From an optimization exercise on the open Yosys and OpenROAD flow, aimed at small area; shortcuts taken in it are not production practice.
The RTL was checked by simulation tests, not by an equivalence proof against the original design.

## 01-10
==> flow/design.v (excerpt) <==
module gate_seq_ctrl #(
    parameter int unsigned INPUT_SZ  = 16,
    parameter int unsigned HIDDEN_SZ = 16,
    parameter int unsigned QN        = 6,
    parameter int unsigned QM        = 11,
    parameter int unsigned TIMEOUT   = 1024,
    localparam int unsigned BITWIDTH        = QN + QM + 1,
    localparam int unsigned LAYER_BITWIDTH  = BITWIDTH * HIDDEN_SZ,
    localparam int unsigned ADDR_BITWIDTH_X = $clog2(INPUT_SZ),
    localparam int unsigned ADDR_BITWIDTH   = $clog2(HIDDEN_SZ),
    localparam int unsigned STEP_W          = 16
) (
    input  logic                       clock,
    input  logic                       reset,
    input  logic                       cfg_start,
    input  logic [STEP_W-1:0]          num_steps,
    input  logic                       wt_valid,
    input  logic [LAYER_BITWIDTH-1:0]  wt_data,
    output logic                       wt_ready,
    output logic                       writeEn_X,
    output logic                       writeEn_Y,
    output logic [ADDR_BITWIDTH_X-1:0] colAddressWrite_X,
    output logic [ADDR_BITWIDTH-1:0]   colAddressWrite_Y,
    output logic [LAYER_BITWIDTH-1:0]  weightMemInput_X,
    output logic [LAYER_BITWIDTH-1:0]  weightMemInput_Y,
    input  logic                       step_valid,
    output logic                       step_ready,
    output logic                       beginCalc,
    input  logic                       dataReady_gate,
    input  logic [LAYER_BITWIDTH-1:0]  gateOutput,
    output logic                       out_valid,
    output logic [LAYER_BITWIDTH-1:0]  out_data,
    input  logic                       out_ready,
    output logic                       busy,
    output logic                       done,
    output logic                       err
);
Size in the first run: roughly 1700 cells after synthesis, roughly 320 flip-flops, roughly 16000 µm² of cells after synthesis.
make LEC_CHECK=0 CAP_MARGIN=20 CORE_AREA='3 3 247 247' DIE_AREA='0 0 250 250' SLEW_MARGIN=20 finish   # period 5.0 ns
run.sh (not shown) runs the stock make flow with config.mk's settings and CLKGATE_MAP_FILE= SYNTH_SCRIPT=/design/flow/synth_recipe.tcl, a recipe that flattens the netlist after the stock synthesis.
What ended 01-10 was a tool error in I/O pin placement (3_2_place_iop); the run never finished.
The following lists how 03-24 was set up differently from 01-10:
- DIE_AREA now 0 0 510 510, was 0 0 250 250
- CORE_AREA now 3 3 507 507, was 3 3 247 247
Findings:
03-24 | status: complete | timing, DRC, antenna: pass
01-10 terminated abnormally: I/O pin placement (3_2_place_iop) reported PPL-0024.
01-10 -> 03-24: adder and majority gate portion of the synthesized area delta 0, exact match
Synthesized cell count: 01-10 vs 03-24 identical
In the metrics for 01-10 and 03-24, the one carrying the lower overall die height is 01-10.
Comparing 01-10 against 03-24, there is no change at all in proportion of synthesized flip-flops having asynchronous set or reset.
Per-instance average area after synthesis: 03-24 vs 01-10 identical
| summed instance area of the synthesized netlist | 03-24 vs 01-10 | ≈ equal |
X dimension of the die was higher in 03-24 than in 01-10.
Re initial core utilization: 03-24 is 21 points down on 01-10.
As far as compound-cell area share of the yosys netlist goes, 01-10 and 03-24 are indistinguishable; the numbers are identical.
Looking at number of rows in the core area, 03-24 sits 96 higher than 01-10 does.

* * *

gate_seq_ctrl, a different RTL version from the one above (not shown whole).
For scale: roughly 1700 cells after synthesis, roughly 320 flip-flops, roughly 1500 I/O pins, about 16000 um2 of cells after synthesis.
## gate_seq_ctrl
module gate_seq_ctrl #(
    parameter int unsigned INPUT_SZ  = 16,
    parameter int unsigned HIDDEN_SZ = 16,
    parameter int unsigned QN        = 6,
    parameter int unsigned QM        = 11,
    parameter int unsigned TIMEOUT   = 1024,
    localparam int unsigned BITWIDTH        = QN + QM + 1,
    localparam int unsigned LAYER_BITWIDTH  = BITWIDTH * HIDDEN_SZ,
    localparam int unsigned ADDR_BITWIDTH_X = $clog2(INPUT_SZ),
    localparam int unsigned ADDR_BITWIDTH   = $clog2(HIDDEN_SZ),
    localparam int unsigned STEP_W          = 16
) (
    input  logic                       clock,
    input  logic                       reset,
    input  logic                       cfg_start,
    input  logic [STEP_W-1:0]          num_steps,
    input  logic                       wt_valid,
    input  logic [LAYER_BITWIDTH-1:0]  wt_data,
    output logic                       wt_ready,
    output logic                       writeEn_X,
    output logic                       writeEn_Y,
    output logic [ADDR_BITWIDTH_X-1:0] colAddressWrite_X,
    output logic [ADDR_BITWIDTH-1:0]   colAddressWrite_Y,
    output logic [LAYER_BITWIDTH-1:0]  weightMemInput_X,
    output logic [LAYER_BITWIDTH-1:0]  weightMemInput_Y,
    input  logic                       step_valid,
    output logic                       step_ready,
    output logic                       beginCalc,
    input  logic                       dataReady_gate,
    input  logic [LAYER_BITWIDTH-1:0]  gateOutput,
    output logic                       out_valid,
    output logic [LAYER_BITWIDTH-1:0]  out_data,
    input  logic                       out_ready,
    output logic                       busy,
    output logic                       done,
    output logic                       err
);
    localparam int unsigned CW = $clog2(TIMEOUT);
    logic sLoad, sCalc, sHold, sDone, we;
    logic sWait, idle;
  ...
==> flow/config.mk <==
export PLATFORM = sky130hd
export DESIGN_NAME = gate_seq_ctrl
export DESIGN_NICKNAME = gate_seq_ctrl
export VERILOG_FILES = /design/flow/design.v
export SDC_FILE = /design/flow/constraint.sdc
export NUM_CORES = 4
export LEC_CHECK = 0
export CAP_MARGIN = 20
export CORE_AREA = 160 160 350 350
export DIE_AREA = 0 0 510 510
export PLACE_DENSITY = 0.85
export SLEW_MARGIN = 20
==> flow/constraint.sdc <==
create_clock -name core_clock -period 5.0 [get_ports {clock}]
set_input_delay 1.0000 -clock core_clock [delete_from_list [all_inputs] [get_ports {clock}]]
set_output_delay 1.0000 -clock core_clock [all_outputs]
set_load 0.01 [all_outputs]
standard.sh (not shown) runs the stock make flow with config.mk's settings and CLKGATE_MAP_FILE= SYNTH_SCRIPT=/design/flow/synth_recipe.tcl, a recipe that flattens the netlist after the stock synthesis.
==> flow/flow/run.sh <==
#!/bin/bash
# The standard layout, with these changes to how it is made:
#  - every port is buffered by the smallest buffer (sky130_fd_sc_hd__buf_1)
#    instead of the one buffer_ports picks by default;
#  - clock tree: clkbuf_4 buffers, sinks clustered in groups of up to 8
#    within 60 um, and no dummy loads.
set -euo pipefail
bash standard.sh \
  BUFFER_PORTS_ARGS="-buffer_cell sky130_fd_sc_hd__buf_1" \
  CTS_ARGS="-sink_clustering_enable -repair_clock_nets -dont_use_dummy_load -buf_list sky130_fd_sc_hd__clkbuf_4 -sink_clustering_size 8 -sink_clustering_max_diameter 60" \
  finish > standard_flow.log 2>&1
The first run went through all stages and came out clean.
==> next run, changes <==
==> flow/flow/run.sh (replaced) <==
#!/bin/bash
# The standard layout, with these changes to how it is made:
#  - every port is buffered by the smallest buffer (sky130_fd_sc_hd__buf_1)
#    instead of the one buffer_ports picks by default;
#  - clock tree: clkbuf_4 buffers, sinks clustered in groups of up to 10
#    within 40 um, and no dummy loads.
set -euo pipefail
bash standard.sh \
  BUFFER_PORTS_ARGS="-buffer_cell sky130_fd_sc_hd__buf_1" \
  CTS_ARGS="-sink_clustering_enable -repair_clock_nets -dont_use_dummy_load -buf_list sky130_fd_sc_hd__clkbuf_4 -sink_clustering_size 10 -sink_clustering_max_diameter 40" \
  finish > standard_flow.log 2>&1
--- a/flow/config.mk
+++ b/flow/config.mk
@@ -8,5 +8,4 @@
 export CAP_MARGIN = 20
-export CORE_AREA = 160 160 350 350
+export CORE_AREA = 150 150 360 360
 export DIE_AREA = 0 0 510 510
-export PLACE_DENSITY = 0.85
 export SLEW_MARGIN = 20
Effect: Die area does not change; hold slack loses 0.095 ns; first-iteration DRC count drops by about 23%; register-to-register slack gains 0.32 ns; wire length climbs by about 0.4%; via count drops by about 1.6%; count of clock-buffer cells in the layout climbs by 7.

[afterwards: timing with drivers on the ports]
The flow's constraints put no driver on any port. The routed layouts listed below were extracted and timed again, unchanged, in two steps.
Step 1 sets driving cells, clkbuf_16 on the clock port and buf_2 on the other inputs (assumed; they add their load-dependent delay and slew).
Step 2 times the ports against the registers' clock, not the clock port: input delays grow and output delays shrink by t, the midpoint of the rising clock arrivals with the driver on.
Slacks: ideal / step 1 / step 2; pairs: ideal / step 1.
| run | t (ns) | setup slack, ns | pins driven straight from the clock port |
|---|---|---|---|
| 03-24 | 0.757 | 1.491 / 1.419 / 1.882 | 1 |
| the first run of note 2 | 0.744 | 0.907 / 0.907 / 0.465 | 1 |
| the second run of note 2 | 0.865 | 1.192 / 1.112 / 0.543 | 1 |
After both steps setup and hold are still met in every run listed. For the second run of note 2, which loses most, drivers alone change the setup slack by -0.080 ns; drivers and shift together by -0.649 ns.
